This is an optimization exercise on Yosys and OpenROAD, whose aim is small area, a short achievable clock period and few clock cycles per item, not a production implementation. RTL that was checked went through simulation tests only; none was proved equivalent to the original. No functional check of the RTL was part of run 1. Power figures rest on the tool's default switching activity, not on a simulated workload.

<file path="flow/config.mk">
export PLATFORM = sky130hd
export DESIGN_NAME = row_mean_std_dev
export DESIGN_NICKNAME = row_mean_std_dev
export VERILOG_FILES = /design/flow/design.v
export SDC_FILE = /design/flow/constraint.sdc
export NUM_CORES = 4
export LEC_CHECK = 0
export CAP_MARGIN = 20
export CORE_MARGIN = 2
export CORE_UTILIZATION = 40
export PLACE_DENSITY = 0.6
export SLEW_MARGIN = 20
</file>
<file path="flow/standard.sh">
#!/bin/bash
# synth_recipe.tcl (not shown) runs the flow's synth.tcl, then flattens the netlist and writes it again
# the make line also repeats each setting of config.mk as NAME=value (left out here)
make -C /OpenROAD-flow-scripts/flow DESIGN_CONFIG=/design/flow/config.mk WORK_HOME=/design/flow/orfs CLKGATE_MAP_FILE= SYNTH_SCRIPT=/design/flow/synth_recipe.tcl "${@:-finish}"
</file>
<file path="flow/flow/run.sh">
#!/bin/bash
# The standard layout (standard.sh: ORFS from synthesis to finish with the
# unchanged scripts, config.mk and SDC), with a larger setup slack margin for
# ORFS's timing repair so that it also works on paths that already meet 11 ns.
set -euo pipefail
bash standard.sh SETUP_SLACK_MARGIN=7.5 finish > flow_make.log 2>&1
</file>
<file path="flow/design.v">
`default_nettype none
module rmsd_sqacc (
  input  wire logic [15:0] x,
  input  wire logic [43:0] qs,
  input  wire logic [43:0] qc,
  output logic [43:0] ns,
  output logic [43:0] nc
);
  logic hs1, hc2, hs3, hc4, fs5, fc6, hs7, hc8, fs9, fc10, fs11, fc12;
  logic hs13, hc14, hs15, hc16, fs17, fc18, hs19, hc20, fs21, fc22, hs23, hc24;
  logic fs25, fc26, fs27, fc28, hs29, hc30, fs31, fc32, fs33, fc34, hs35, hc36;
  logic fs37, fc38, fs39, fc40, fs41, fc42, fs43, fc44, fs45, fc46, fs47, fc48;
  logic fs49, fc50, fs51, fc52, fs53, fc54, fs55, fc56, fs57, fc58, fs59, fc60;
  logic fs61, fc62, fs63, fc64, fs65, fc66, fs67, fc68, fs69, fc70, fs71, fc72;
  logic fs73, fc74, fs75, fc76, fs77, fc78, fs79, fc80, fs81, fc82, fs83, fc84;
  logic fs85, fc86, fs87, fc88, fs89, fc90, hs91, hc92, hs93, hc94, fs95, fc96;
  logic hs97, hc98, fs99, fc100, hs101, hc102, fs103, fc104, fs105, fc106, fs107, fc108;
  logic fs109, fc110, fs111, fc112, fs113, fc114, fs115, fc116, fs117, fc118, fs119, fc120;
  logic fs121, fc122, fs123, fc124, fs125, fc126, fs127, fc128, fs129, fc130, fs131, fc132;
  logic fs133, fc134, fs135, fc136, fs137, fc138, fs139, fc140, fs141, fc142, fs143, fc144;
  logic fs145, fc146, fs147, fc148, fs149, fc150, fs151, fc152, fs153, fc154, fs155, fc156;
  logic fs157, fc158, fs159, fc160, fs161, fc162, fs163, fc164, fs165, fc166, fs167, fc168;
  logic fs169, fc170, fs171, fc172, fs173, fc174, fs175, fc176, fs177, fc178, fs179, fc180;
  logic fs181, fc182, hs183, hc184, hs185, hc186, fs187, fc188, fs189, fc190, fs191, fc192;
  logic fs193, fc194, fs195, fc196, fs197, fc198, fs199, fc200, fs201, fc202, fs203, fc204;
  logic fs205, fc206, fs207, fc208, fs209, fc210, fs211, fc212, fs213, fc214, fs215, fc216;
  logic fs217, fc218, fs219, fc220, fs221, fc222, fs223, fc224, fs225, fc226, fs227, fc228;
  logic fs229, fc230, fs231, fc232, fs233, fc234, fs235, fc236, fs237, fc238, fs239, fc240;
  logic hs241, hc242, hs243, hc244, fs245, fc246, fs247, fc248, fs249, fc250, fs251, fc252;
  logic fs253, fc254, fs255, fc256, fs257, fc258, fs259, fc260, fs261, fc262, fs263, fc264;
  logic fs265, fc266, fs267, fc268, fs269, fc270, fs271, fc272, fs273, fc274, fs275, fc276;
  logic fs277, fc278, fs279, fc280, fs281, fc282, fs283, fc284, fs285, fc286, fs287, fc288;
  logic fs289, fc290, fs291, fc292, fs293, fc294, fs295, fc296, fs297, fc298, fs299, fc300;
  logic fs301, fc302, fs303, fc304, hs305, hc306, hs307, hc308, hs309, hc310, hs311, hc312;
  logic hs313, hc314, hs315, hc316, hs317, hc318, hs319, hc320, hs321, hc322, hs323, hc324;
  logic hs325, hc326, hs327, hc328;
  assign hs1 = (x[0] & x[13]) ^ (x[1] & x[12]);
  assign hc2 = (x[0] & x[13]) & (x[1] & x[12]);
  assign hs3 = (x[0] & x[14]) ^ (x[1] & x[13]);
  assign hc4 = (x[0] & x[14]) & (x[1] & x[13]);
  assign fs5 = (x[0] & x[15]) ^ (x[1] & x[14]) ^ (x[2] & x[13]);
  assign fc6 = ((x[0] & x[15]) & (x[1] & x[14])) | ((x[0] & x[15]) & (x[2] & x[13])) | ((x[1] & x[14]) & (x[2] & x[13]));
  assign hs7 = (x[3] & x[12]) ^ (x[4] & x[11]);
  assign hc8 = (x[3] & x[12]) & (x[4] & x[11]);
  assign fs9 = (x[1] & x[15]) ^ (x[2] & x[14]) ^ (x[3] & x[13]);
  assign fc10 = ((x[1] & x[15]) & (x[2] & x[14])) | ((x[1] & x[15]) & (x[3] & x[13])) | ((x[2] & x[14]) & (x[3] & x[13]));
  assign fs11 = (x[2] & x[15]) ^ (x[3] & x[14]) ^ (x[4] & x[13]);
  assign fc12 = ((x[2] & x[15]) & (x[3] & x[14])) | ((x[2] & x[15]) & (x[4] & x[13])) | ((x[3] & x[14]) & (x[4] & x[13]));
  assign hs13 = (x[0] & x[7]) ^ (x[1] & x[6]);
  assign hc14 = (x[0] & x[7]) & (x[1] & x[6]);
  assign hs15 = (x[0] & x[8]) ^ (x[1] & x[7]);
  assign hc16 = (x[0] & x[8]) & (x[1] & x[7]);
  assign fs17 = (x[0] & x[9]) ^ (x[1] & x[8]) ^ (x[2] & x[7]);
  assign fc18 = ((x[0] & x[9]) & (x[1] & x[8])) | ((x[0] & x[9]) & (x[2] & x[7])) | ((x[1] & x[8]) & (x[2] & x[7]));
  assign hs19 = (x[3] & x[6]) ^ (x[4] & x[5]);
  assign hc20 = (x[3] & x[6]) & (x[4] & x[5]);
  assign fs21 = (x[0] & x[10]) ^ (x[1] & x[9]) ^ (x[2] & x[8]);
  assign fc22 = ((x[0] & x[10]) & (x[1] & x[9])) | ((x[0] & x[10]) & (x[2] & x[8])) | ((x[1] & x[9]) & (x[2] & x[8]));
  assign hs23 = (x[3] & x[7]) ^ (x[4] & x[6]);
  assign hc24 = (x[3] & x[7]) & (x[4] & x[6]);
  assign fs25 = (x[0] & x[11]) ^ (x[1] & x[10]) ^ (x[2] & x[9]);
  assign fc26 = ((x[0] & x[11]) & (x[1] & x[10])) | ((x[0] & x[11]) & (x[2] & x[9])) | ((x[1] & x[10]) & (x[2] & x[9]));
  assign fs27 = (x[3] & x[8]) ^ (x[4] & x[7]) ^ (x[5] & x[6]);
  assign fc28 = ((x[3] & x[8]) & (x[4] & x[7])) | ((x[3] & x[8]) & (x[5] & x[6])) | ((x[4] & x[7]) & (x[5] & x[6]));
  assign hs29 = x[6] ^ qs[12];
  assign hc30 = x[6] & qs[12];
  assign fs31 = (x[0] & x[12]) ^ (x[1] & x[11]) ^ (x[2] & x[10]);
  assign fc32 = ((x[0] & x[12]) & (x[1] & x[11])) | ((x[0] & x[12]) & (x[2] & x[10])) | ((x[1] & x[11]) & (x[2] & x[10]));
  assign fs33 = (x[3] & x[9]) ^ (x[4] & x[8]) ^ (x[5] & x[7]);
  assign fc34 = ((x[3] & x[9]) & (x[4] & x[8])) | ((x[3] & x[9]) & (x[5] & x[7])) | ((x[4] & x[8]) & (x[5] & x[7]));
  assign hs35 = qs[13] ^ qc[13];
  assign hc36 = qs[13] & qc[13];
  assign fs37 = hs1 ^ (x[2] & x[11]) ^ (x[3] & x[10]);
  assign fc38 = (hs1 & (x[2] & x[11])) | (hs1 & (x[3] & x[10])) | ((x[2] & x[11]) & (x[3] & x[10]));
  assign fs39 = (x[4] & x[9]) ^ (x[5] & x[8]) ^ (x[6] & x[7]);
  assign fc40 = ((x[4] & x[9]) & (x[5] & x[8])) | ((x[4] & x[9]) & (x[6] & x[7])) | ((x[5] & x[8]) & (x[6] & x[7]));
  assign fs41 = x[7] ^ qs[14] ^ qc[14];
  assign fc42 = (x[7] & qs[14]) | (x[7] & qc[14]) | (qs[14] & qc[14]);
  assign fs43 = hc2 ^ hs3 ^ (x[2] & x[12]);
  assign fc44 = (hc2 & hs3) | (hc2 & (x[2] & x[12])) | (hs3 & (x[2] & x[12]));
  assign fs45 = (x[3] & x[11]) ^ (x[4] & x[10]) ^ (x[5] & x[9]);
  assign fc46 = ((x[3] & x[11]) & (x[4] & x[10])) | ((x[3] & x[11]) & (x[5] & x[9])) | ((x[4] & x[10]) & (x[5] & x[9]));
  assign fs47 = (x[6] & x[8]) ^ qs[15] ^ qc[15];
  assign fc48 = ((x[6] & x[8]) & qs[15]) | ((x[6] & x[8]) & qc[15]) | (qs[15] & qc[15]);
  assign fs49 = hc4 ^ fs5 ^ hs7;
  assign fc50 = (hc4 & fs5) | (hc4 & hs7) | (fs5 & hs7);
  assign fs51 = (x[5] & x[10]) ^ (x[6] & x[9]) ^ (x[7] & x[8]);
  assign fc52 = ((x[5] & x[10]) & (x[6] & x[9])) | ((x[5] & x[10]) & (x[7] & x[8])) | ((x[6] & x[9]) & (x[7] & x[8]));
  assign fs53 = x[8] ^ qs[16] ^ qc[16];
  assign fc54 = (x[8] & qs[16]) | (x[8] & qc[16]) | (qs[16] & qc[16]);
  assign fs55 = fc6 ^ hc8 ^ fs9;
  assign fc56 = (fc6 & hc8) | (fc6 & fs9) | (hc8 & fs9);
  assign fs57 = (x[4] & x[12]) ^ (x[5] & x[11]) ^ (x[6] & x[10]);
  assign fc58 = ((x[4] & x[12]) & (x[5] & x[11])) | ((x[4] & x[12]) & (x[6] & x[10])) | ((x[5] & x[11]) & (x[6] & x[10]));
  assign fs59 = (x[7] & x[9]) ^ qs[17] ^ qc[17];
  assign fc60 = ((x[7] & x[9]) & qs[17]) | ((x[7] & x[9]) & qc[17]) | (qs[17] & qc[17]);
  assign fs61 = fc10 ^ fs11 ^ (x[5] & x[12]);
  assign fc62 = (fc10 & fs11) | (fc10 & (x[5] & x[12])) | (fs11 & (x[5] & x[12]));
  assign fs63 = (x[6] & x[11]) ^ (x[7] & x[10]) ^ (x[8] & x[9]);
  assign fc64 = ((x[6] & x[11]) & (x[7] & x[10])) | ((x[6] & x[11]) & (x[8] & x[9])) | ((x[7] & x[10]) & (x[8] & x[9]));
  assign fs65 = x[9] ^ qs[18] ^ qc[18];
  assign fc66 = (x[9] & qs[18]) | (x[9] & qc[18]) | (qs[18] & qc[18]);
  assign fs67 = fc12 ^ (x[3] & x[15]) ^ (x[4] & x[14]);
  assign fc68 = (fc12 & (x[3] & x[15])) | (fc12 & (x[4] & x[14])) | ((x[3] & x[15]) & (x[4] & x[14]));
  assign fs69 = (x[5] & x[13]) ^ (x[6] & x[12]) ^ (x[7] & x[11]);
  assign fc70 = ((x[5] & x[13]) & (x[6] & x[12])) | ((x[5] & x[13]) & (x[7] & x[11])) | ((x[6] & x[12]) & (x[7] & x[11]));
  assign fs71 = (x[8] & x[10]) ^ qs[19] ^ qc[19];
  assign fc72 = ((x[8] & x[10]) & qs[19]) | ((x[8] & x[10]) & qc[19]) | (qs[19] & qc[19]);
  assign fs73 = (x[4] & x[15]) ^ (x[5] & x[14]) ^ (x[6] & x[13]);
  assign fc74 = ((x[4] & x[15]) & (x[5] & x[14])) | ((x[4] & x[15]) & (x[6] & x[13])) | ((x[5] & x[14]) & (x[6] & x[13]));
  assign fs75 = (x[7] & x[12]) ^ (x[8] & x[11]) ^ (x[9] & x[10]);
  assign fc76 = ((x[7] & x[12]) & (x[8] & x[11])) | ((x[7] & x[12]) & (x[9] & x[10])) | ((x[8] & x[11]) & (x[9] & x[10]));
  assign fs77 = x[10] ^ qs[20] ^ qc[20];
  assign fc78 = (x[10] & qs[20]) | (x[10] & qc[20]) | (qs[20] & qc[20]);
  assign fs79 = (x[5] & x[15]) ^ (x[6] & x[14]) ^ (x[7] & x[13]);
  assign fc80 = ((x[5] & x[15]) & (x[6] & x[14])) | ((x[5] & x[15]) & (x[7] & x[13])) | ((x[6] & x[14]) & (x[7] & x[13]));
  assign fs81 = (x[8] & x[12]) ^ (x[9] & x[11]) ^ qs[21];
  assign fc82 = ((x[8] & x[12]) & (x[9] & x[11])) | ((x[8] & x[12]) & qs[21]) | ((x[9] & x[11]) & qs[21]);
  assign fs83 = (x[6] & x[15]) ^ (x[7] & x[14]) ^ (x[8] & x[13]);
  assign fc84 = ((x[6] & x[15]) & (x[7] & x[14])) | ((x[6] & x[15]) & (x[8] & x[13])) | ((x[7] & x[14]) & (x[8] & x[13]));
  assign fs85 = (x[9] & x[12]) ^ (x[10] & x[11]) ^ x[11];
  assign fc86 = ((x[9] & x[12]) & (x[10] & x[11])) | ((x[9] & x[12]) & x[11]) | ((x[10] & x[11]) & x[11]);
  assign fs87 = (x[7] & x[15]) ^ (x[8] & x[14]) ^ (x[9] & x[13]);
  assign fc88 = ((x[7] & x[15]) & (x[8] & x[14])) | ((x[7] & x[15]) & (x[9] & x[13])) | ((x[8] & x[14]) & (x[9] & x[13]));
  assign fs89 = (x[8] & x[15]) ^ (x[9] & x[14]) ^ (x[10] & x[13]);
  assign fc90 = ((x[8] & x[15]) & (x[9] & x[14])) | ((x[8] & x[15]) & (x[10] & x[13])) | ((x[9] & x[14]) & (x[10] & x[13]));
  assign hs91 = (x[0] & x[3]) ^ (x[1] & x[2]);
  assign hc92 = (x[0] & x[3]) & (x[1] & x[2]);
  assign hs93 = (x[0] & x[4]) ^ (x[1] & x[3]);
  assign hc94 = (x[0] & x[4]) & (x[1] & x[3]);
  assign fs95 = (x[0] & x[5]) ^ (x[1] & x[4]) ^ (x[2] & x[3]);
  assign fc96 = ((x[0] & x[5]) & (x[1] & x[4])) | ((x[0] & x[5]) & (x[2] & x[3])) | ((x[1] & x[4]) & (x[2] & x[3]));
  assign hs97 = x[3] ^ qs[6];
  assign hc98 = x[3] & qs[6];
  assign fs99 = (x[0] & x[6]) ^ (x[1] & x[5]) ^ (x[2] & x[4]);
  assign fc100 = ((x[0] & x[6]) & (x[1] & x[5])) | ((x[0] & x[6]) & (x[2] & x[4])) | ((x[1] & x[5]) & (x[2] & x[4]));
  assign hs101 = qs[7] ^ qc[7];
  assign hc102 = qs[7] & qc[7];
  assign fs103 = hs13 ^ (x[2] & x[5]) ^ (x[3] & x[4]);
  assign fc104 = (hs13 & (x[2] & x[5])) | (hs13 & (x[3] & x[4])) | ((x[2] & x[5]) & (x[3] & x[4]));
  assign fs105 = x[4] ^ qs[8] ^ qc[8];
  assign fc106 = (x[4] & qs[8]) | (x[4] & qc[8]) | (qs[8] & qc[8]);
  assign fs107 = hc14 ^ hs15 ^ (x[2] & x[6]);
  assign fc108 = (hc14 & hs15) | (hc14 & (x[2] & x[6])) | (hs15 & (x[2] & x[6]));
  assign fs109 = (x[3] & x[5]) ^ qs[9] ^ qc[9];
  assign fc110 = ((x[3] & x[5]) & qs[9]) | ((x[3] & x[5]) & qc[9]) | (qs[9] & qc[9]);
  assign fs111 = hc16 ^ fs17 ^ hs19;
  assign fc112 = (hc16 & fs17) | (hc16 & hs19) | (fs17 & hs19);
  assign fs113 = x[5] ^ qs[10] ^ qc[10];
  assign fc114 = (x[5] & qs[10]) | (x[5] & qc[10]) | (qs[10] & qc[10]);
  assign fs115 = fc18 ^ hc20 ^ fs21;
  assign fc116 = (fc18 & hc20) | (fc18 & fs21) | (hc20 & fs21);
  assign fs117 = hs23 ^ qs[11] ^ qc[11];
  assign fc118 = (hs23 & qs[11]) | (hs23 & qc[11]) | (qs[11] & qc[11]);
  assign fs119 = fc22 ^ hc24 ^ fs25;
  assign fc120 = (fc22 & hc24) | (fc22 & fs25) | (hc24 & fs25);
  assign fs121 = fs27 ^ hs29 ^ qc[12];
  assign fc122 = (fs27 & hs29) | (fs27 & qc[12]) | (hs29 & qc[12]);
  assign fs123 = fc26 ^ fc28 ^ hc30;
  assign fc124 = (fc26 & fc28) | (fc26 & hc30) | (fc28 & hc30);
  assign fs125 = fs31 ^ fs33 ^ hs35;
  assign fc126 = (fs31 & fs33) | (fs31 & hs35) | (fs33 & hs35);
  assign fs127 = fc32 ^ fc34 ^ hc36;
  assign fc128 = (fc32 & fc34) | (fc32 & hc36) | (fc34 & hc36);
  assign fs129 = fs37 ^ fs39 ^ fs41;
  assign fc130 = (fs37 & fs39) | (fs37 & fs41) | (fs39 & fs41);
  assign fs131 = fc38 ^ fc40 ^ fc42;
  assign fc132 = (fc38 & fc40) | (fc38 & fc42) | (fc40 & fc42);
  assign fs133 = fs43 ^ fs45 ^ fs47;
  assign fc134 = (fs43 & fs45) | (fs43 & fs47) | (fs45 & fs47);
  assign fs135 = fc44 ^ fc46 ^ fc48;
  assign fc136 = (fc44 & fc46) | (fc44 & fc48) | (fc46 & fc48);
  assign fs137 = fs49 ^ fs51 ^ fs53;
  assign fc138 = (fs49 & fs51) | (fs49 & fs53) | (fs51 & fs53);
  assign fs139 = fc50 ^ fc52 ^ fc54;
  assign fc140 = (fc50 & fc52) | (fc50 & fc54) | (fc52 & fc54);
  assign fs141 = fs55 ^ fs57 ^ fs59;
  assign fc142 = (fs55 & fs57) | (fs55 & fs59) | (fs57 & fs59);
  assign fs143 = fc56 ^ fc58 ^ fc60;
  assign fc144 = (fc56 & fc58) | (fc56 & fc60) | (fc58 & fc60);
  assign fs145 = fs61 ^ fs63 ^ fs65;
  assign fc146 = (fs61 & fs63) | (fs61 & fs65) | (fs63 & fs65);
  assign fs147 = fc62 ^ fc64 ^ fc66;
  assign fc148 = (fc62 & fc64) | (fc62 & fc66) | (fc64 & fc66);
  assign fs149 = fs67 ^ fs69 ^ fs71;
  assign fc150 = (fs67 & fs69) | (fs67 & fs71) | (fs69 & fs71);
  assign fs151 = fc68 ^ fc70 ^ fc72;
  assign fc152 = (fc68 & fc70) | (fc68 & fc72) | (fc70 & fc72);
  assign fs153 = fs73 ^ fs75 ^ fs77;
  assign fc154 = (fs73 & fs75) | (fs73 & fs77) | (fs75 & fs77);
  assign fs155 = fc74 ^ fc76 ^ fc78;
  assign fc156 = (fc74 & fc76) | (fc74 & fc78) | (fc76 & fc78);
  assign fs157 = fs79 ^ fs81 ^ qc[21];
  assign fc158 = (fs79 & fs81) | (fs79 & qc[21]) | (fs81 & qc[21]);
  assign fs159 = fc80 ^ fc82 ^ fs83;
  assign fc160 = (fc80 & fc82) | (fc80 & fs83) | (fc82 & fs83);
  assign fs161 = fs85 ^ qs[22] ^ qc[22];
  assign fc162 = (fs85 & qs[22]) | (fs85 & qc[22]) | (qs[22] & qc[22]);
  assign fs163 = fc84 ^ fc86 ^ fs87;
  assign fc164 = (fc84 & fc86) | (fc84 & fs87) | (fc86 & fs87);
  assign fs165 = (x[10] & x[12]) ^ qs[23] ^ qc[23];
  assign fc166 = ((x[10] & x[12]) & qs[23]) | ((x[10] & x[12]) & qc[23]) | (qs[23] & qc[23]);
  assign fs167 = fc88 ^ fs89 ^ (x[11] & x[12]);
  assign fc168 = (fc88 & fs89) | (fc88 & (x[11] & x[12])) | (fs89 & (x[11] & x[12]));
  assign fs169 = x[12] ^ qs[24] ^ qc[24];
  assign fc170 = (x[12] & qs[24]) | (x[12] & qc[24]) | (qs[24] & qc[24]);
  assign fs171 = fc90 ^ (x[9] & x[15]) ^ (x[10] & x[14]);
  assign fc172 = (fc90 & (x[9] & x[15])) | (fc90 & (x[10] & x[14])) | ((x[9] & x[15]) & (x[10] & x[14]));
  assign fs173 = (x[11] & x[13]) ^ qs[25] ^ qc[25];
  assign fc174 = ((x[11] & x[13]) & qs[25]) | ((x[11] & x[13]) & qc[25]) | (qs[25] & qc[25]);
  assign fs175 = (x[10] & x[15]) ^ (x[11] & x[14]) ^ (x[12] & x[13]);
  assign fc176 = ((x[10] & x[15]) & (x[11] & x[14])) | ((x[10] & x[15]) & (x[12] & x[13])) | ((x[11] & x[14]) & (x[12] & x[13]));
  assign fs177 = x[13] ^ qs[26] ^ qc[26];
  assign fc178 = (x[13] & qs[26]) | (x[13] & qc[26]) | (qs[26] & qc[26]);
  assign fs179 = (x[11] & x[15]) ^ (x[12] & x[14]) ^ qs[27];
  assign fc180 = ((x[11] & x[15]) & (x[12] & x[14])) | ((x[11] & x[15]) & qs[27]) | ((x[12] & x[14]) & qs[27]);
  assign fs181 = (x[12] & x[15]) ^ (x[13] & x[14]) ^ x[14];
  assign fc182 = ((x[12] & x[15]) & (x[13] & x[14])) | ((x[12] & x[15]) & x[14]) | ((x[13] & x[14]) & x[14]);
  assign hs183 = (x[0] & x[1]) ^ x[1];
  assign hc184 = (x[0] & x[1]) & x[1];
  assign hs185 = (x[0] & x[2]) ^ qs[3];
  assign hc186 = (x[0] & x[2]) & qs[3];
  assign fs187 = hs91 ^ x[2] ^ qs[4];
  assign fc188 = (hs91 & x[2]) | (hs91 & qs[4]) | (x[2] & qs[4]);
  assign fs189 = hc92 ^ hs93 ^ qs[5];
  assign fc190 = (hc92 & hs93) | (hc92 & qs[5]) | (hs93 & qs[5]);
  assign fs191 = hc94 ^ fs95 ^ hs97;
  assign fc192 = (hc94 & fs95) | (hc94 & hs97) | (fs95 & hs97);
  assign fs193 = fc96 ^ hc98 ^ fs99;
  assign fc194 = (fc96 & hc98) | (fc96 & fs99) | (hc98 & fs99);
  assign fs195 = fc100 ^ hc102 ^ fs103;
  assign fc196 = (fc100 & hc102) | (fc100 & fs103) | (hc102 & fs103);
  assign fs197 = fc104 ^ fc106 ^ fs107;
  assign fc198 = (fc104 & fc106) | (fc104 & fs107) | (fc106 & fs107);
  assign fs199 = fc108 ^ fc110 ^ fs111;
  assign fc200 = (fc108 & fc110) | (fc108 & fs111) | (fc110 & fs111);
  assign fs201 = fc112 ^ fc114 ^ fs115;
  assign fc202 = (fc112 & fc114) | (fc112 & fs115) | (fc114 & fs115);
  assign fs203 = fc116 ^ fc118 ^ fs119;
  assign fc204 = (fc116 & fc118) | (fc116 & fs119) | (fc118 & fs119);
  assign fs205 = fc120 ^ fc122 ^ fs123;
  assign fc206 = (fc120 & fc122) | (fc120 & fs123) | (fc122 & fs123);
  assign fs207 = fc124 ^ fc126 ^ fs127;
  assign fc208 = (fc124 & fc126) | (fc124 & fs127) | (fc126 & fs127);
  assign fs209 = fc128 ^ fc130 ^ fs131;
  assign fc210 = (fc128 & fc130) | (fc128 & fs131) | (fc130 & fs131);
  assign fs211 = fc132 ^ fc134 ^ fs135;
  assign fc212 = (fc132 & fc134) | (fc132 & fs135) | (fc134 & fs135);
  assign fs213 = fc136 ^ fc138 ^ fs139;
  assign fc214 = (fc136 & fc138) | (fc136 & fs139) | (fc138 & fs139);
  assign fs215 = fc140 ^ fc142 ^ fs143;
  assign fc216 = (fc140 & fc142) | (fc140 & fs143) | (fc142 & fs143);
  assign fs217 = fc144 ^ fc146 ^ fs147;
  assign fc218 = (fc144 & fc146) | (fc144 & fs147) | (fc146 & fs147);
  assign fs219 = fc148 ^ fc150 ^ fs151;
  assign fc220 = (fc148 & fc150) | (fc148 & fs151) | (fc150 & fs151);
  assign fs221 = fc152 ^ fc154 ^ fs155;
  assign fc222 = (fc152 & fc154) | (fc152 & fs155) | (fc154 & fs155);
  assign fs223 = fc156 ^ fc158 ^ fs159;
  assign fc224 = (fc156 & fc158) | (fc156 & fs159) | (fc158 & fs159);
  assign fs225 = fc160 ^ fc162 ^ fs163;
  assign fc226 = (fc160 & fc162) | (fc160 & fs163) | (fc162 & fs163);
  assign fs227 = fc164 ^ fc166 ^ fs167;
  assign fc228 = (fc164 & fc166) | (fc164 & fs167) | (fc166 & fs167);
  assign fs229 = fc168 ^ fc170 ^ fs171;
  assign fc230 = (fc168 & fc170) | (fc168 & fs171) | (fc170 & fs171);
  assign fs231 = fc172 ^ fc174 ^ fs175;
  assign fc232 = (fc172 & fc174) | (fc172 & fs175) | (fc174 & fs175);
  assign fs233 = fc176 ^ fc178 ^ fs179;
  assign fc234 = (fc176 & fc178) | (fc176 & fs179) | (fc178 & fs179);
  assign fs235 = fc180 ^ fs181 ^ qs[28];
  assign fc236 = (fc180 & fs181) | (fc180 & qs[28]) | (fs181 & qs[28]);
  assign fs237 = fc182 ^ (x[13] & x[15]) ^ qs[29];
  assign fc238 = (fc182 & (x[13] & x[15])) | (fc182 & qs[29]) | ((x[13] & x[15]) & qs[29]);
  assign fs239 = (x[14] & x[15]) ^ x[15] ^ qs[30];
  assign fc240 = ((x[14] & x[15]) & x[15]) | ((x[14] & x[15]) & qs[30]) | (x[15] & qs[30]);
  assign hs241 = x[0] ^ qs[0];
  assign hc242 = x[0] & qs[0];
  assign hs243 = qs[1] ^ qc[1];
  assign hc244 = qs[1] & qc[1];
  assign fs245 = hs183 ^ qs[2] ^ qc[2];
  assign fc246 = (hs183 & qs[2]) | (hs183 & qc[2]) | (qs[2] & qc[2]);
  assign fs247 = hc184 ^ hs185 ^ qc[3];
  assign fc248 = (hc184 & hs185) | (hc184 & qc[3]) | (hs185 & qc[3]);
  assign fs249 = hc186 ^ fs187 ^ qc[4];
  assign fc250 = (hc186 & fs187) | (hc186 & qc[4]) | (fs187 & qc[4]);
  assign fs251 = fc188 ^ fs189 ^ qc[5];
  assign fc252 = (fc188 & fs189) | (fc188 & qc[5]) | (fs189 & qc[5]);
  assign fs253 = fc190 ^ fs191 ^ qc[6];
  assign fc254 = (fc190 & fs191) | (fc190 & qc[6]) | (fs191 & qc[6]);
  assign fs255 = fc192 ^ fs193 ^ hs101;
  assign fc256 = (fc192 & fs193) | (fc192 & hs101) | (fs193 & hs101);
  assign fs257 = fc194 ^ fs195 ^ fs105;
  assign fc258 = (fc194 & fs195) | (fc194 & fs105) | (fs195 & fs105);
  assign fs259 = fc196 ^ fs197 ^ fs109;
  assign fc260 = (fc196 & fs197) | (fc196 & fs109) | (fs197 & fs109);
  assign fs261 = fc198 ^ fs199 ^ fs113;
  assign fc262 = (fc198 & fs199) | (fc198 & fs113) | (fs199 & fs113);
  assign fs263 = fc200 ^ fs201 ^ fs117;
  assign fc264 = (fc200 & fs201) | (fc200 & fs117) | (fs201 & fs117);
  assign fs265 = fc202 ^ fs203 ^ fs121;
  assign fc266 = (fc202 & fs203) | (fc202 & fs121) | (fs203 & fs121);
  assign fs267 = fc204 ^ fs205 ^ fs125;
  assign fc268 = (fc204 & fs205) | (fc204 & fs125) | (fs205 & fs125);
  assign fs269 = fc206 ^ fs207 ^ fs129;
  assign fc270 = (fc206 & fs207) | (fc206 & fs129) | (fs207 & fs129);
  assign fs271 = fc208 ^ fs209 ^ fs133;
  assign fc272 = (fc208 & fs209) | (fc208 & fs133) | (fs209 & fs133);
  assign fs273 = fc210 ^ fs211 ^ fs137;
  assign fc274 = (fc210 & fs211) | (fc210 & fs137) | (fs211 & fs137);
  assign fs275 = fc212 ^ fs213 ^ fs141;
  assign fc276 = (fc212 & fs213) | (fc212 & fs141) | (fs213 & fs141);
  assign fs277 = fc214 ^ fs215 ^ fs145;
  assign fc278 = (fc214 & fs215) | (fc214 & fs145) | (fs215 & fs145);
  assign fs279 = fc216 ^ fs217 ^ fs149;
  assign fc280 = (fc216 & fs217) | (fc216 & fs149) | (fs217 & fs149);
  assign fs281 = fc218 ^ fs219 ^ fs153;
  assign fc282 = (fc218 & fs219) | (fc218 & fs153) | (fs219 & fs153);
  assign fs283 = fc220 ^ fs221 ^ fs157;
  assign fc284 = (fc220 & fs221) | (fc220 & fs157) | (fs221 & fs157);
  assign fs285 = fc222 ^ fs223 ^ fs161;
  assign fc286 = (fc222 & fs223) | (fc222 & fs161) | (fs223 & fs161);
  assign fs287 = fc224 ^ fs225 ^ fs165;
  assign fc288 = (fc224 & fs225) | (fc224 & fs165) | (fs225 & fs165);
  assign fs289 = fc226 ^ fs227 ^ fs169;
  assign fc290 = (fc226 & fs227) | (fc226 & fs169) | (fs227 & fs169);
  assign fs291 = fc228 ^ fs229 ^ fs173;
  assign fc292 = (fc228 & fs229) | (fc228 & fs173) | (fs229 & fs173);
  assign fs293 = fc230 ^ fs231 ^ fs177;
  assign fc294 = (fc230 & fs231) | (fc230 & fs177) | (fs231 & fs177);
  assign fs295 = fc232 ^ fs233 ^ qc[27];
  assign fc296 = (fc232 & fs233) | (fc232 & qc[27]) | (fs233 & qc[27]);
  assign fs297 = fc234 ^ fs235 ^ qc[28];
  assign fc298 = (fc234 & fs235) | (fc234 & qc[28]) | (fs235 & qc[28]);
  assign fs299 = fc236 ^ fs237 ^ qc[29];
  assign fc300 = (fc236 & fs237) | (fc236 & qc[29]) | (fs237 & qc[29]);
  assign fs301 = fc238 ^ fs239 ^ qc[30];
  assign fc302 = (fc238 & fs239) | (fc238 & qc[30]) | (fs239 & qc[30]);
  assign fs303 = fc240 ^ qs[31] ^ qc[31];
  assign fc304 = (fc240 & qs[31]) | (fc240 & qc[31]) | (qs[31] & qc[31]);
  assign hs305 = qs[32] ^ qc[32];
  assign hc306 = qs[32] & qc[32];
  assign hs307 = qs[33] ^ qc[33];
  assign hc308 = qs[33] & qc[33];
  assign hs309 = qs[34] ^ qc[34];
  assign hc310 = qs[34] & qc[34];
  assign hs311 = qs[35] ^ qc[35];
  assign hc312 = qs[35] & qc[35];
  assign hs313 = qs[36] ^ qc[36];
  assign hc314 = qs[36] & qc[36];
  assign hs315 = qs[37] ^ qc[37];
  assign hc316 = qs[37] & qc[37];
  assign hs317 = qs[38] ^ qc[38];
  assign hc318 = qs[38] & qc[38];
  assign hs319 = qs[39] ^ qc[39];
  assign hc320 = qs[39] & qc[39];
  assign hs321 = qs[40] ^ qc[40];
  assign hc322 = qs[40] & qc[40];
  assign hs323 = qs[41] ^ qc[41];
  assign hc324 = qs[41] & qc[41];
  assign hs325 = qs[42] ^ qc[42];
  assign hc326 = qs[42] & qc[42];
  assign hs327 = qs[43] ^ qc[43];
  assign hc328 = qs[43] & qc[43];
  assign ns = {hc326, hc324, hc322, hc320, hc318, hc316, hc314, hc312, hc310, hc308, hc306, fc304, fc302, fc300, fc298, fc296, fc294, fc292, fc290, fc288, fc286, fc284, fc282, fc280, fc278, fc276, fc274, fc272, fc270, fc268, fc266, fc264, fc262, fc260, fc258, fc256, fc254, fc252, fc250, fc248, fc246, hc244, hc242, hs241};
  assign nc = {hs327, hs325, hs323, hs321, hs319, hs317, hs315, hs313, hs311, hs309, hs307, hs305, fs303, fs301, fs299, fs297, fs295, fs293, fs291, fs289, fs287, fs285, fs283, fs281, fs279, fs277, fs275, fs273, fs271, fs269, fs267, fs265, fs263, fs261, fs259, fs257, fs255, fs253, fs251, fs249, fs247, fs245, hs243, qc[0]};
endmodule
`default_nettype wire
`default_nettype none
module row_mean_std_dev (
  input  wire logic        clk,
  input  wire logic        rst_n,
  input  wire logic        cfg_valid,
  output logic             cfg_ready,
  input  wire logic [12:0] cfg_row_length,
  input  wire logic        in_valid,
  output logic             in_stall,
  input  wire logic [15:0] in_sample,
  output logic             out_valid,
  input  wire logic        out_stall,
  output logic [31:0]      out_row_mean,
  output logic [30:0]      out_row_std_dev
);
  localparam logic [1:0] A_IDLE = 2'd0, A_WAIT = 2'd1, A_RUN = 2'd2, A_DONE = 2'd3;
  localparam logic [1:0] B_IDLE = 2'd0, B_RUN = 2'd1, B_OUT = 2'd2;
  logic rst;
  logic rst_q;
  assign rst = !rst_n;
  assign cfg_ready = 1'b1;
  logic [12:0] len_r, len_nxt;    
  logic [12:0] np_r, np_nxt;      
  logic        ends_r, ends_nxt;  
  logic        stall_r, stall_nxt;
  logic [1:0]  a_st_r, a_st_nxt;
  logic [1:0]  b_st_r, b_st_nxt;
  logic [4:0]  a_k_r;
  logic [5:0]  b_k_r;
  logic        accept;
  logic        row_end;
  logic        b_take;
  logic        cs_r;              
  logic        e1_r;              
  assign in_stall = stall_r;
  assign accept   = in_valid && !stall_r;
  assign row_end  = accept && ends_r;
  assign b_take   = (a_st_r == A_DONE) &&
                    ((b_st_r == B_IDLE) || (b_st_r == B_OUT && !out_stall));
  logic [12:0] np_inc;
  logic        e_keep, e_inc, e_one;
  logic        a_free_nxt;
  assign np_inc = np_r + 13'd1;
  assign e_keep = (np_r >= len_r) || (len_r[12] && np_r[12]);
  assign e_inc  = (np_inc >= len_r) || (len_r[12] && np_inc[12]);
  assign e_one  = (len_r <= 13'd1);
  always_comb begin
    len_nxt  = cfg_valid ? cfg_row_length : len_r;
    np_nxt   = accept ? (ends_r ? 13'd1 : np_inc) : np_r;
    ends_nxt = accept ? (ends_r ? e_one : e_inc) : e_keep;
    a_st_nxt = a_st_r;
    case (a_st_r)
      A_IDLE: if (row_end) a_st_nxt = A_WAIT;
      A_WAIT: if (cs_r) a_st_nxt = A_RUN;
      A_RUN:  if (a_k_r == 5'd27) a_st_nxt = A_DONE;
      default: if (b_take) a_st_nxt = row_end ? A_WAIT : A_IDLE;
    endcase
    b_st_nxt = b_st_r;
    case (b_st_r)
      B_IDLE: if (b_take) b_st_nxt = B_RUN;
      B_RUN:  if (b_k_r == 6'd43) b_st_nxt = B_OUT;
      B_OUT:  if (!out_stall) b_st_nxt = b_take ? B_RUN : B_IDLE;
      default: b_st_nxt = B_IDLE;
    endcase
    a_free_nxt = (a_st_nxt == A_IDLE) || (a_st_nxt == A_DONE && b_st_nxt == B_IDLE);
    stall_nxt = cfg_valid || (ends_nxt && !a_free_nxt);
    if (rst_q) begin
      len_nxt   = cfg_valid ? cfg_row_length : 13'd1024;
      np_nxt    = 13'd1;
      ends_nxt  = 1'b0;
    end
    if (rst) begin
      stall_nxt = 1'b1;
      a_st_nxt  = A_IDLE;
      b_st_nxt  = B_IDLE;
    end
  end
  always_ff @(posedge clk) begin
    len_r   <= len_nxt;
    np_r    <= np_nxt;
    ends_r  <= ends_nxt;
    stall_r <= stall_nxt;
    rst_q   <= rst;
    a_st_r  <= a_st_nxt;
    b_st_r  <= b_st_nxt;
  end
  logic [15:0] x_r;       
  logic [27:0] s_acc_r;
  logic [43:0] qs_r, qc_r;   
  logic [43:0] ns, nc;
  rmsd_sqacc u_sq (
    .x  (x_r),
    .qs (cs_r ? 44'd0 : qs_r),
    .qc (cs_r ? 44'd0 : qc_r),
    .ns (ns),
    .nc (nc)
  );
  always_ff @(posedge clk) begin
    x_r     <= accept ? in_sample : 16'd0;
    s_acc_r <= (cs_r ? 28'd0 : s_acc_r) + {12'd0, x_r};
    qs_r    <= ns;
    qc_r    <= nc;
    e1_r    <= row_end;
    cs_r    <= rst_q || e1_r;
  end
  logic [12:0] a_n_r;
  logic [27:0] a_s_r;
  logic [43:0] a_q_r;
  logic [29:0] a_lo_r;
  logic [25:0] a_hi_r;
  logic        a_bs_r;    
  logic        a_bn_r;    
  logic [27:0] l_y, l_z;
  logic [28:0] l_x;
  logic [28:0] l_s, l_c;
  logic [29:0] l_sum;
  logic [25:0] h_x, h_y, h_w, h_s, h_c;
  logic [25:0] h_sum;
  logic [53:0] numer;
  assign l_y   = a_bn_r ? a_q_r[27:0] : 28'd0;
  assign l_z   = a_bs_r ? ~a_s_r : 28'd0;
  assign l_x   = {a_lo_r[27:0], 1'b0};
  assign l_s   = l_x ^ {1'b0, l_y} ^ {1'b0, l_z};
  assign l_c   = (l_x & {1'b0, l_y}) | (l_x & {1'b0, l_z}) | ({1'b0, l_y} & {1'b0, l_z});
  assign l_sum = {1'b0, l_s} + {l_c, a_bs_r};
  assign h_x   = {a_hi_r[24:0], 1'b0};
  assign h_y   = a_bn_r ? {10'd0, a_q_r[43:28]} : 26'd0;
  assign h_w   = {{23{1'b0}}, a_lo_r[29:28], 1'b0} - {25'd0, a_bs_r};
  assign h_s   = h_x ^ h_y ^ h_w;
  assign h_c   = (h_x & h_y) | (h_x & h_w) | (h_y & h_w);
  assign h_sum = h_s + {h_c[24:0], 1'b0};
  assign numer = {a_hi_r + {24'd0, a_lo_r[29:28]}, a_lo_r[27:0]};
  logic f_ge;
  assign f_ge = (numer[53:52] != 2'd0);
  always_ff @(posedge clk) begin
    if (a_st_r == A_IDLE || b_take) a_n_r <= np_r;
    if (a_st_r == A_WAIT) begin
      a_s_r   <= s_acc_r;
      a_q_r   <= qs_r + qc_r;
      a_lo_r  <= 30'd0;
      a_hi_r  <= 26'd0;
      a_k_r   <= 5'd0;
      a_bs_r  <= s_acc_r[27];
      a_bn_r  <= 1'b0;
    end else if (a_st_r == A_RUN) begin
      a_lo_r  <= l_sum;
      a_hi_r  <= h_sum;
      a_k_r   <= a_k_r + 5'd1;
      a_bs_r  <= (a_k_r < 5'd27) && a_s_r[5'd26 - a_k_r];
      a_bn_r  <= (a_k_r >= 5'd14) && (a_k_r < 5'd27) && a_n_r[4'(5'd26 - a_k_r)];
    end
  end
  logic [12:0] b_n_r;
  logic [11:0] b_rm_r;    
  logic [31:0] b_mq_r;    
  logic [53:0] b_rad_r;   
  logic [43:0] b_rem_r;   
  logic [42:0] b_root_r;
  logic [11:0] b_rs_r;    
  logic [30:0] b_sq_r;    
  logic [45:0] r_sh;
  logic [45:0] r_diff;
  logic        r_ge;
  logic [12:0] m_sh;
  logic [13:0] m_diff;
  logic        m_ge;
  logic [12:0] d_sh;
  logic [13:0] d_diff;
  logic        d_ge;
  assign r_sh    = {b_rem_r, b_rad_r[53:52]};
  assign r_diff  = r_sh - {1'b0, b_root_r, 2'b01};
  assign r_ge    = !r_diff[45];
  assign m_sh    = {b_rm_r, b_mq_r[31]};
  assign m_diff  = {1'b0, m_sh} - {1'b0, b_n_r};
  assign m_ge    = !m_diff[13];
  assign d_sh    = {b_rs_r, b_root_r[0]};
  assign d_diff  = {1'b0, d_sh} - {1'b0, b_n_r};
  assign d_ge    = !d_diff[13];
  always_ff @(posedge clk) begin
    if (b_take) begin
      b_k_r    <= 6'd1;
      b_n_r    <= a_n_r;
      b_rm_r   <= a_s_r[27:16];
      b_mq_r   <= {a_s_r[15:0], 16'd0};
      b_rad_r  <= {numer[51:0], 2'b00};
      b_rem_r  <= {42'd0, numer[53:52] - {1'b0, f_ge}};
      b_root_r <= {42'd0, f_ge};
      b_rs_r   <= 12'd0;
    end else begin
      b_k_r    <= b_k_r + 6'd1;
      b_rad_r  <= {b_rad_r[51:0], 2'b00};
      b_rem_r  <= r_ge ? r_diff[43:0] : r_sh[43:0];
      b_root_r <= {b_root_r[41:0], r_ge};
      b_rs_r   <= d_ge ? d_diff[11:0] : d_sh[11:0];
      if (b_st_r == B_RUN) begin
        b_sq_r <= {b_sq_r[29:0], d_ge};
        if (b_k_r < 6'd33) begin
          b_rm_r <= m_ge ? m_diff[11:0] : m_sh[11:0];
          b_mq_r <= {b_mq_r[30:0], m_ge};
        end
      end
    end
  end
  assign out_valid       = b_st_r[1];
  assign out_row_mean    = b_mq_r;
  assign out_row_std_dev = b_sq_r;
endmodule
`default_nettype wire
</file>
<file path="flow/constraint.sdc">
create_clock -name core_clock -period 11.0 [get_ports {clk}]
set_input_delay 2.2000 -clock core_clock [delete_from_list [all_inputs] [get_ports {clk}]]
set_output_delay 2.2000 -clock core_clock [all_outputs]
set_load 0.01 [all_outputs]
</file>
==> impl_metrics.ini, run 1 <==
[outcome]
run_status = no timing/DRC/antenna violations

[setup_path]
rrSetupSlack_ns = 7.15
cp_cell_sequence = buf_12 -> buf_6 -> nand2b_1 -> fa_1 -> inv_1 -> ha_4 -> a21o_1 -> a21oi_4 -> a211oi_4 -> a221oi_4 -> o41ai_4 -> nand2_1 -> o221ai_2 -> nor4b_1 -> or4_1
cpPeakStageDelay_ns = 0.54
endpoint = a_lo_r[27]
path_class = reg -> reg
worstPathMaxFanout = 9
crit_cells = 15
end_kind = flip-flop
cp.required_ns = 11.49
cp.arrival_ns = 4.34
reg2reg_from = a_bs_r
crit_slowest_cell = or4_1
rr_worst_depth = 15
crit_buf_inv = 3
worstSetupStartpointType = flip-flop
r2r-end = a_lo_r[27]
crit_start = a_bs_r
cpLargestDelayFamily = compound AO/OA/AOI/OAI gates

[synthesis]
ys_async_sr_fraction_pct = 0
synth_nets = 4002
syn-cell-area_mm2 = 0.0343
synth_cell_type_count = 77
synthFlopType = dfxtp_1
synth-edff-count = 171
seq_area_frac_synth_pct = 37.6
yosysWarningCount = 1
syn_inst = 3524
postSynthAreaPerCell_um2 = 9.72
ys_ff_latch = 559

[cts]
holdBufCountCts = 0
clkLatencyLatePin_ns = 0.67
cts_tree = built
path_clk_slew_ns = 0.06
cts_root_buf = clkbuf_16
cts_num_sinks = 559
htree_levels = 2
numCtsBuffers = 60
clk_path_buf_depth = 3

[timing]
layout_min_cycle_time_ns = 3.85
slew_headroom_pct = 34.7
fin_worst_skew_ns = 0.0565
drv_slew = 0
hold_viol = 0
tightest_slew_ns = 0.979
rsz0062_at_grt = true
finalCritPeriodShare_pct = 35.0
fmax_ghz = 0.260
tns_ns = 0
setup_viol = 0

[drt]
drtAntennaViolNets = 0
drc = 0
drtPass1Iterations = 5
drt-total-wl_um = 80700
initialDrtViolationCount = 1355
vias = 24735
wl_per_cell_um = 16.5
vias_per_cell = 5.07

[global_routing]
grt_pass1_wl_um = 129000
overflow = 0
grt_util_all_layers_pct = 17.7
grt_max_degree = 90
first_global_vias = 24597
antenna_found_initial = 2

[floorplanning]
start_util_pct = 40.3
ioPinCount = 100
core-area_mm2 = 0.0850
die-area_mm2 = 0.0880
placementRows = 107
dieHeight_um = 297
die_x_um = 297

[placement]
dp_hpwl_um = 53500
portBuffers = 98
placed_cells = 4657
place.gp.congestion = 0.833

[pwr]
power_leakage_nw = 18.2
peakVddDrop_v = 0.000154
powerDensity_mw_per_mm2 = 185

[layout]
nNetsFinal = 4161
drive_gt1_share_pct = 12.2
diodes = 0
area_delta_synth_final_pct = 17.3
final_cells = 4879

[hold_path]
holdCritPathClass = reg -> reg

[job]
maxCapViolations = 0
kinds of logic (layout without fill, tap and decap cells):
kind of cell | Yosys count | after routing | synth area share (%)
simple gates | 1130 | 1135 | 16.4
compound gates | 647 | 648 | 12.4
flops | 559 | 559 | 37.6
buf+inv | 447 | 652 | 4.99
fa+ha+maj | 444 | 444 | 20.2
xor+xnor | 204 | 204 | 5.21
mux | 92 | 92 | 3.15
other cells | 1 | 1 | 0.0109
worst min path at each step:
stage                        endpoint        start  slack (ns)  cells past startpoint
after floorplan              b_k_r[0]     b_k_r[0]        0.38                      1
after global placement     b_rad_r[5]   b_rad_r[3]        0.40                      2
after detailed placement         cs_r         e1_r        0.40                      1
after CTS                 b_rad_r[40]  b_rad_r[38]        0.41                      2
after global routing         a_s_r[3]   s_acc_r[3]        0.44                      0
final                     b_rad_r[40]  b_rad_r[38]        0.40                      2
worst register-to-register path, stage by stage (launching register included):
cell      delay, ns
edfxtp_1       0.40
buf_12         0.16
buf_6          0.15
nand2b_1       0.09
fa_1           0.49
inv_1          0.07
ha_4           0.28
a21o_1         0.19
a21oi_4        0.09
a211oi_4       0.29
a221oi_4       0.13
o41ai_4        0.41
nand2_1        0.12
o221ai_2       0.19
nor4b_1        0.07
or4_1          0.54
repair_timing:
item | 4_1_cts | 5_1_grt
setup endpoints to repair | 356 | 161
gates cloned | 9 | 10
pin swaps | 30 | 23
setup buffers | 58 | 31
endpoints found under the hold margin | 0 | 0
resized for setup | 347 | 70
layout make-up:
cell class | instances | area (um2)
clock buffers | 78 | 1640
clock inverters | 36 | 556
fillers | 7945 | 44800
inverters | 319 | 1220
multi-input cells | 2524 | 20400
flip-flops and latches | 559 | 12900
well taps | 1144 | 1430
repair buffers | 217 | 1990
repair inverters | 2 | 22.5
cell usage in the layout (no fill, tap or decap), drive strengths merged, types with 12 or more instances in the layout:
cell type        n
o31ai           15
and3            39
a31oi           27
nor2           281
dfxtp          388
fa             181
clkdlybuf4s50   31
clkbuf          87
o21bai          16
o211ai          12
nand3           64
buf            161
nand4           24
o21a            31
bufinv          12
nor3            31
o21ai          148
nor2b          143
a211oi          29
ha             263
inv            322
o41ai           14
xnor2          116
nand2b          54
nand2          278
xor2            88
or2             13
clkinv          21
a21oi          171
mux2i           75
a22o            18
and2           157
or3             12
a21o            85
edfxtp         171
state kept, by name, summed over array words and instances, names as in the netlist, 16 cells and up:
name and count:
b_rem_r 44, b_root_r 43, a_s_r 28, qc_r 43
a_lo_r 30, a_q_r 44, a_hi_r 26, x_r 16
s_acc_r 28, b_rad_r 52, qs_r 44, b_sq_r 31
b_mq_r 32
synthesized netlist by cell type (9+ instances only):
| library cell | n | share of area [%] |
|---|---|---|
| dfxtp_1 | 388 | 23 |
| inv_1 | 318 | 3.5 |
| nor2_1 | 281 | 3.1 |
| nand2_1 | 275 | 3.0 |
| ha_1 | 263 | 9.6 |
| fa_1 | 181 | 11 |
| edfxtp_1 | 171 | 15 |
| a21oi_1 | 170 | 2.5 |
| and2_1 | 157 | 2.9 |
| nor2b_1 | 142 | 2.6 |
| o21ai_0 | 141 | 2.1 |
| xnor2_1 | 116 | 3.0 |
| clkbuf_1 | 102 | 1.1 |
| xor2_1 | 88 | 2.2 |
| a21o_1 | 85 | 1.9 |
| mux2i_1 | 74 | 2.2 |
| nand3_1 | 64 | 0.93 |
| nand2b_1 | 54 | 0.99 |
| and3_1 | 38 | 0.69 |
| nor3_1 | 31 | 0.45 |
| o21a_1 | 31 | 0.68 |
| a31oi_1 | 26 | 0.47 |
| nand4_1 | 24 | 0.44 |
| a211oi_1 | 21 | 0.46 |
| a22o_1 | 18 | 0.46 |
| buf_1 | 16 | 0.18 |
| o21bai_1 | 16 | 0.35 |
| o31ai_1 | 15 | 0.33 |
| o211ai_1 | 12 | 0.26 |
| or2_2 | 12 | 0.22 |
| or3_1 | 12 | 0.22 |
| a21boi_0 | 11 | 0.24 |
| mux4_2 | 11 | 0.72 |
| o41ai_1 | 11 | 0.28 |
| a22oi_1 | 10 | 0.22 |
| o22ai_1 | 10 | 0.18 |
| nor3b_1 | 9 | 0.20 |
metrics by stage:
step           cell area (um2)  hold slack (ns)  util, %  total power [mW]  setup WS, ns
2_1_floorplan            34400            0.384        -              4.57          7.44
3_3_place_gp             36500            0.403     42.9              5.01          5.78
3_5_place_dp             36500            0.396     42.9              5.03          5.78
4_1_cts                  39600            0.406     46.5              7.39          7.21
5_1_grt                  40200            0.435     47.3              7.89          7.04
6_report                 40200            0.403     47.3              7.42          7.15
power breakdown:
part	switching, mW	internal, mW
clock	0.892	1.34
combinational	1.47	1.17
sequential	0.164	2.39
routing by layer:
metal  part of all wire, %  track usage [%]  vias to the layer above  wire, um
li1                      -                -                    12303         -
met1                    48             24.7                    11968     39100
met2                    46             29.3                      365     37200
met3                   3.6             2.25                       99      2910
met4                   1.9             4.12                        0      1530
met5                     0                0                        -         0
==> run 2: changes to the inputs <==
--- a/flow/design.v
+++ b/flow/design.v
@@ -421,5 +421,5 @@
       A_IDLE: if (row_end) a_st_nxt = A_WAIT;
       A_WAIT: if (cs_r) a_st_nxt = A_RUN;
-      A_RUN:  if (a_k_r == 5'd27) a_st_nxt = A_DONE;
+      A_RUN:  if (a_k_r == 5'd28) a_st_nxt = A_DONE;
       default: if (b_take) a_st_nxt = row_end ? A_WAIT : A_IDLE;
     endcase
@@ -475,28 +475,22 @@
   logic [27:0] a_s_r;
   logic [43:0] a_q_r;
-  logic [29:0] a_lo_r;
-  logic [25:0] a_hi_r;
+  logic [53:0] a_as_r, a_ac_r;
   logic        a_bs_r;    
   logic        a_bn_r;    
-  logic [27:0] l_y, l_z;
-  logic [28:0] l_x;
-  logic [28:0] l_s, l_c;
-  logic [29:0] l_sum;
-  logic [25:0] h_x, h_y, h_w, h_s, h_c;
-  logic [25:0] h_sum;
+  logic [53:0] a_x1, a_x2, a_y, a_z;
+  logic [53:0] a_s1, a_c1, a_c1s, a_s2, a_c2;
+  logic [53:0] a_fin;
   logic [53:0] numer;
-  assign l_y   = a_bn_r ? a_q_r[27:0] : 28'd0;
-  assign l_z   = a_bs_r ? ~a_s_r : 28'd0;
-  assign l_x   = {a_lo_r[27:0], 1'b0};
-  assign l_s   = l_x ^ {1'b0, l_y} ^ {1'b0, l_z};
-  assign l_c   = (l_x & {1'b0, l_y}) | (l_x & {1'b0, l_z}) | ({1'b0, l_y} & {1'b0, l_z});
-  assign l_sum = {1'b0, l_s} + {l_c, a_bs_r};
-  assign h_x   = {a_hi_r[24:0], 1'b0};
-  assign h_y   = a_bn_r ? {10'd0, a_q_r[43:28]} : 26'd0;
-  assign h_w   = {{23{1'b0}}, a_lo_r[29:28], 1'b0} - {25'd0, a_bs_r};
-  assign h_s   = h_x ^ h_y ^ h_w;
-  assign h_c   = (h_x & h_y) | (h_x & h_w) | (h_y & h_w);
-  assign h_sum = h_s + {h_c[24:0], 1'b0};
-  assign numer = {a_hi_r + {24'd0, a_lo_r[29:28]}, a_lo_r[27:0]};
+  assign a_x1  = {a_as_r[52:0], 1'b0};
+  assign a_x2  = {a_ac_r[52:0], 1'b0};
+  assign a_y   = a_bn_r ? {10'd0, a_q_r} : 54'd0;
+  assign a_z   = a_bs_r ? ~{26'd0, a_s_r} : 54'd0;
+  assign a_s1  = a_x1 ^ a_x2 ^ a_y;
+  assign a_c1  = (a_x1 & a_x2) | (a_x1 & a_y) | (a_x2 & a_y);
+  assign a_c1s = {a_c1[52:0], 1'b0};
+  assign a_s2  = a_s1 ^ a_c1s ^ a_z;
+  assign a_c2  = (a_s1 & a_c1s) | (a_s1 & a_z) | (a_c1s & a_z);
+  assign a_fin = a_as_r + a_ac_r;
+  assign numer = a_as_r;
   logic f_ge;
   assign f_ge = (numer[53:52] != 2'd0);
@@ -506,12 +500,16 @@
       a_s_r   <= s_acc_r;
       a_q_r   <= qs_r + qc_r;
-      a_lo_r  <= 30'd0;
-      a_hi_r  <= 26'd0;
+      a_as_r  <= 54'd0;
+      a_ac_r  <= 54'd0;
       a_k_r   <= 5'd0;
       a_bs_r  <= s_acc_r[27];
       a_bn_r  <= 1'b0;
     end else if (a_st_r == A_RUN) begin
-      a_lo_r  <= l_sum;
-      a_hi_r  <= h_sum;
+      if (a_k_r == 5'd28) begin
+        a_as_r <= a_fin;
+      end else begin
+        a_as_r <= a_s2;
+        a_ac_r <= {a_c2[52:0], a_bs_r};
+      end
       a_k_r   <= a_k_r + 5'd1;
       a_bs_r  <= (a_k_r < 5'd27) && a_s_r[5'd26 - a_k_r];
==> flow/run.sh (new file) <==
#!/bin/bash
# synth_recipe.tcl (not shown) runs the flow's synth.tcl, then flattens the netlist and writes it again
# the make line also repeats each setting of config.mk as NAME=value (left out here)
make -C /OpenROAD-flow-scripts/flow DESIGN_CONFIG=/design/flow/config.mk WORK_HOME=/design/flow/orfs CLKGATE_MAP_FILE= SYNTH_SCRIPT=/design/flow/synth_recipe.tcl finish
removed: flow/flow/run.sh
removed: flow/standard.sh
==> impl_metrics.ini, run 2 <==
[outcome]
run_status = no timing/DRC/antenna violations

[timing]
slew_headroom_pct = 33.9
setup_viol = 0
fin_worst_skew_ns = 0.0320
finalCritPeriodShare_pct = 39.8
drv_slew = 0
hold_viol = 0
layout_min_cycle_time_ns = 4.37
tns_ns = 0
tightest_slew_ns = 0.991
fmax_ghz = 0.229
rsz0062_at_grt = false

[placement]
dp_hpwl_um = 62600
placed_cells = 5134
place_area_mm2 = 0.0395
portBuffers = 98
place.gp.congestion = 0.838

[drt]
drc = 0
drtPass1Iterations = 5
drt-total-wl_um = 85600
vias = 26958
initialDrtViolationCount = 1762
drtAntennaViolNets = 0
wl_per_cell_um = 16.3
vias_per_cell = 5.12

[layout]
top_regs = a_ac_r (54), a_as_r (54), b_rad_r (52)
fin_util_pct = 45.0
final_cells = 5265
final_common_cell = nand2_1
nNetsFinal = 4478
fin_area_mm2 = 0.0419
area_delta_synth_final_pct = 11.6
diodes = 0
drive_gt1_share_pct = 4.64
final_cell_mix = nand2_1, dfxtp_1, nor2_1, inv_1, ha_1

[cts]
path_clk_slew_ns = 0.06
htree_levels = 3
cts_root_buf = clkbuf_16
holdBufCountCts = 0
clk_path_buf_depth = 3
cts_tree = built
cts_resized = 0
postCtsSetupRepairBufs = 0
numCtsBuffers = 71
clkLatencyLatePin_ns = 0.63
cts_num_sinks = 611

[synthesis]
syn-cell-area_mm2 = 0.0375
synth_cell_type_count = 93
postSynthAreaPerCell_um2 = 9.56
synthFlopType = dfxtp_1
synth_top_cell_by_area = dfxtp_1
ys_ff_latch = 611
yosysWarningCount = 1
synth_nets = 4452
yosys.area.top_type_share_pct = 23.5
ys_async_sr_fraction_pct = 0
seq_area_frac_synth_pct = 37.1
ys_top_cells_by_area = dfxtp_1, edfxtp_1, fa_1
synth-edff-count = 171
yosysMostFrequentCell = nand2_1
yosys-top-cells-count = nand2_1, dfxtp_1, nor2_1, inv_1, ha_1
syn_inst = 3927

[global_routing]
grt_max_degree = 105
first_global_vias = 26796
antenna_found_initial = 0
overflow = 0
grt_util_all_layers_pct = 18.2
grt_pass1_wl_um = 142000

[floorplanning]
placementRows = 112
die-area_mm2 = 0.0963
ioPinCount = 100
start_util_pct = 40.3
core-area_mm2 = 0.0932
dieHeight_um = 310
die_x_um = 310

[setup_path]
worstPathMaxFanout = 104
worstSetupStartpointType = input pin
cp.required_ns = 11.51
cp.arrival_ns = 4.88
path_class = in -> reg
end_kind = flip-flop

[job]
maxCapViolations = 0

[pwr]
power_leakage_nw = 18.1
peakVddDrop_v = 0.000171
powerDensity_mw_per_mm2 = 221

[hold_path]
holdCritPathClass = reg -> reg
[run 2: worst paths after layout]
check	startpoint	end	slack (ns)	cells past startpoint
worst max register to register	b_root_r[3]	b_rem_r[14]	6.74	13
worst min register to register	b_rad_r[30]	b_rad_r[32]	0.41	2
worst max-delay path	out_stall	stall_r	6.63	11
worst min-delay path	b_rad_r[30]	b_rad_r[32]	0.41	2
[run 2: worst max-delay path, cell delays in order]
cell and delay (ns):
clkdlybuf4s50_1 0.46, nand2_1 0.07, nand3b_1 0.08, buf_4 0.37
inv_6 0.34, o21ai_0 0.27, o31ai_1 0.13, or4_1 0.49
nor2_1 0.10, a21oi_1 0.05, a211o_1 0.30
[run 2: area by class of cell]
cell class	count	area (um2)
clock inverter	32	360
multi-input combinational	2861	21800
inverter	286	1080
fill	8903	51300
clock buffer	99	1990
tap	1254	1570
timing repair buffer	122	1160
sequential	611	13900
[run 2: kinds of logic (layout without fill, tap and decap cells)]
logic type                 after synthesis  in the layout  share of synthesized area [%]
AOI/OAI and AO/OA                      741            741                           13.2
and+or+nand+nor                       1381           1381                           17.1
buffers and inverters                  455            539                           4.94
xor gates and xnor gates               171            171                           3.99
DFF                                    611            611                           37.1
muxes                                   76             76                           2.40
adders and majority gates              491            491                           21.2
other                                    1              1                        0.00999
[run 2: metrics by stage]
| step | power (mW) | setup slack (ns) | hold WS, ns |
|---|---|---|---|
| global placement | 6.90 | 5.92 | 0.401 |
| CTS | 9.37 | 6.60 | 0.410 |
| finish | 9.28 | 6.63 | 0.407 |
| detailed placement | 6.94 | 5.94 | 0.394 |
| floorplan | 6.27 | 7.15 | 0.388 |
| global route | 10.0 | 6.33 | 0.425 |
[run 2: layer usage]
layer	track usage, %	share of wire, %	vias to the layer above
met2	29.7	46	399
met3	2.33	3.3	141
li1	-	-	13399
met1	25.2	48	13019
met5	0	0	-
met4	5.68	2.9	0
[run 2: power breakdown]
group | switching, mW | total (mW) | internal, mW
registers | 0.378 | 3.09 | 2.71
logic | 2.08 | 3.80 | 1.72
clock network | 0.994 | 2.39 | 1.40
Testbench counts of run 2, summed over its fixed seeds: cycles 75,298, rows 640.
==> run 3: changes to the inputs <==
==> flow/flow/run.sh (new file) <==
#!/bin/bash
# The standard layout (standard.sh: ORFS from synthesis to finish with the
# unchanged scripts, config.mk and SDC), with a larger setup slack margin for
# ORFS's timing repair so that it also works on paths that already meet 11 ns.
set -euo pipefail
bash standard.sh SETUP_SLACK_MARGIN=8.0 finish > flow_make.log 2>&1
==> flow/standard.sh (new file) <==
#!/bin/bash
# synth_recipe.tcl (not shown) runs the flow's synth.tcl, then flattens the netlist and writes it again
# the make line also repeats each setting of config.mk as NAME=value (left out here)
make -C /OpenROAD-flow-scripts/flow DESIGN_CONFIG=/design/flow/config.mk WORK_HOME=/design/flow/orfs CLKGATE_MAP_FILE= SYNTH_SCRIPT=/design/flow/synth_recipe.tcl "${@:-finish}"
removed: flow/run.sh
==> impl_metrics.ini, run 3 <==
[synthesis]
syn_inst = 3927
yosysMostFrequentCell = nand2_1
synth_top_cell_by_area = dfxtp_1
yosys.area.top_type_share_pct = 23.5
synthFlopType = dfxtp_1
synth-edff-count = 171
yosys-top-cells-count = nand2_1, dfxtp_1, nor2_1, inv_1, ha_1
synth_nets = 4452
yosysWarningCount = 1
ys_async_sr_fraction_pct = 0
postSynthAreaPerCell_um2 = 9.56
synth_cell_type_count = 93
ys_top_cells_by_area = dfxtp_1, edfxtp_1, fa_1
seq_area_frac_synth_pct = 37.1
syn-cell-area_mm2 = 0.0375
ys_ff_latch = 611

[global_routing]
antenna_found_initial = 0
grt_pass1_wl_um = 151000
grt_util_all_layers_pct = 19.6
grt_max_degree = 78
first_global_vias = 28092
overflow = 0

[setup_path]
worstPathMaxFanout = 2
worstSetupStartpointType = flip-flop
path_class = reg -> out
end_kind = output port
crit_buf_inv = 1
cp_cell_sequence = buf_2
cpPeakStageDelay_ns = 0.45
cp.required_ns = 8.80
crit_slowest_cell = edfxtp_1
cp.arrival_ns = 1.27
cpLargestDelayFamily = flip-flops

[drt]
vias_per_cell = 5.16
wl_per_cell_um = 17.6
initialDrtViolationCount = 1476
vias = 28503
drt-total-wl_um = 97300
drtPass1Iterations = 5
drtAntennaViolNets = 0
drc = 0

[timing]
hold_viol = 0
fin_worst_skew_ns = 0.0260
slew_headroom_pct = 51.1
tns_ns = 0
fmax_ghz = 0.288
drv_slew = 0
setup_viol = 0
rsz0062_at_grt = true
finalCritPeriodShare_pct = 31.6
layout_min_cycle_time_ns = 3.47
tightest_slew_ns = 0.729

[floorplanning]
die_x_um = 310
core-area_mm2 = 0.0932
ioPinCount = 100
placementRows = 112
die-area_mm2 = 0.0963
dieHeight_um = 310
start_util_pct = 40.3

[cts]
cts_tree = built
holdBufCountCts = 0
numCtsBuffers = 72
cts_num_sinks = 611
clk_path_buf_depth = 3
path_clk_slew_ns = 0.06
cts_root_buf = clkbuf_16
htree_levels = 3
clkLatencyLatePin_ns = 0.64

[hold_path]
holdCritPathClass = reg -> reg

[pwr]
powerDensity_mw_per_mm2 = 223
total_power_mw = 10.3
power_leakage_nw = 20.0
peakVddDrop_v = 0.000175

[layout]
final_common_cell = nand2_1
diodes = 0
top_regs = a_ac_r (54), a_as_r (54), b_rad_r (52)
drive_gt1_share_pct = 19.9
area_delta_synth_final_pct = 23.2
final_cell_mix = nand2_1, dfxtp_1, nor2_1, inv_1, fa_1
fillers = 8445
nNetsFinal = 4733

[placement]
dp_hpwl_um = 62700
portBuffers = 98
place.gp.congestion = 0.837

[outcome]
run_status = no timing/DRC/antenna violations

[job]
maxCapViolations = 0
run 3: cell count changes in the layout (fill, tap and decap cells not counted), moves of 31 or more:
cell             change
buf_4              +170
dfxtp_1             -89
clkdlybuf4s50_1     -67
buf_6               +65
dfxtp_2             +59
buf_2               +42
ha_1                -41
a21oi_1             -34
a21oi_2             +32
fa_1                -31
fa_2                +31
run 3: report_power, final:
| part | switching [mW] | internal, mW |
|---|---|---|
| Clock | 1.03 | 1.40 |
| Combinational | 2.39 | 2.34 |
| Sequential | 0.390 | 2.73 |
| Total | 3.82 | 6.48 |
run 3: metal layers:
| metal | vias to the layer above | global-route usage [%] | part of all wire [%] |
|---|---|---|---|
| li1 | 13946 | - | - |
| met1 | 13942 | 26.5 | 46 |
| met2 | 463 | 32.8 | 48 |
| met3 | 152 | 2.27 | 3.4 |
| met4 | 0 | 6.16 | 2.8 |
| met5 | - | 0 | 0 |
run 3: cell families (layout without fill, tap and decap cells):
kind of cell	count (synthesis)	count (layout)	share of synthesized area, %
adders and majority gates	491	491	21.2
other	1	1	0.00999
muxes	76	76	2.40
and+or+nand+nor	1381	1382	17.1
xor gates and xnor gates	171	171	3.99
buffers and inverters	455	791	4.94
AOI/OAI and AO/OA	741	742	13.2
DFF	611	611	37.1
run 3: worst paths after layout:
kind              slack [ns]  depth (start not counted)          endpoint   startpoint
hold / removal          0.41                          2       b_rad_r[30]  b_rad_r[28]
setup reg to reg        7.68                         16       b_rem_r[27]  b_root_r[0]
setup / recovery        7.53                          1  out_row_mean[28]   b_mq_r[28]
hold reg to reg         0.41                          2       b_rad_r[30]  b_rad_r[28]
run 3: timing repair:
action,4_1_cts,5_1_grt
cloned,14,7
setup endpoints to repair,479,338
pin swaps,87,131
gates resized for setup,544,235
buffers inserted,158,79
run 3: through the flow:
stage	setup slack, ns	hold WS [ns]	utilization [%]	instance area (um2)	std cells
after floorplan	7.36	0.388	-	38100	3927
after global placement	5.97	0.402	42.7	39700	5129
after detailed placement	5.93	0.407	42.7	39800	5129
after CTS	7.51	0.414	47.9	44600	5432
after global routing	7.51	0.427	49.6	46200	5519
final	7.53	0.413	49.6	46200	5519
run 3: final cells by class:
class,count,area (um2),share of cell area (%)
timing repair buffer,371,3600,7.79
timing repair inverter,3,38.8,0.0839
tap,1254,1570,3.39
multi-input combinational,2863,23400,50.5
sequential,611,14100,30.6
clock inverter,31,327,0.706
clock buffer,100,2100,4.54
inverter,286,1120,2.42

-- what the ideal ports hide --
No port has a modelled driver above. Below, the same layouts with a new extraction and two added sets of constraints. Step 1 (the two cells are an assumption about what drives the block):
set clk [get_ports {clk}]
set_driving_cell -lib_cell sky130_fd_sc_hd__clkbuf_16 $clk
set_driving_cell -lib_cell sky130_fd_sc_hd__buf_2 [delete_from_list [all_inputs] $clk]
Step 2 times the ports against the registers' clock, not the clock port: input delays grow and output delays shrink by t, the midpoint of the rising clock arrivals with the driver on. a / b / c = no drivers / after step 1 / after step 2; a / b = the first two.
| run | t, ns | setup slack, ns | worst setup path at the end | worst data-port slew with drivers (ns) |
|---|---|---|---|---|
| run 1 | 0.714 | 7.150 / 7.150 / 6.957 | input to register | 0.04 |
| run 2 | 0.679 | 6.626 / 6.667 / 5.988 | input to register | 0.04 |
| run 3 | 0.701 | 7.528 / 7.457 / 7.071 | input to register | 0.05 |
After both steps every run listed still meets setup and hold. The setup slack of run 2, which loses most, moves by +0.041 ns with the drivers and by -0.638 ns with both steps.
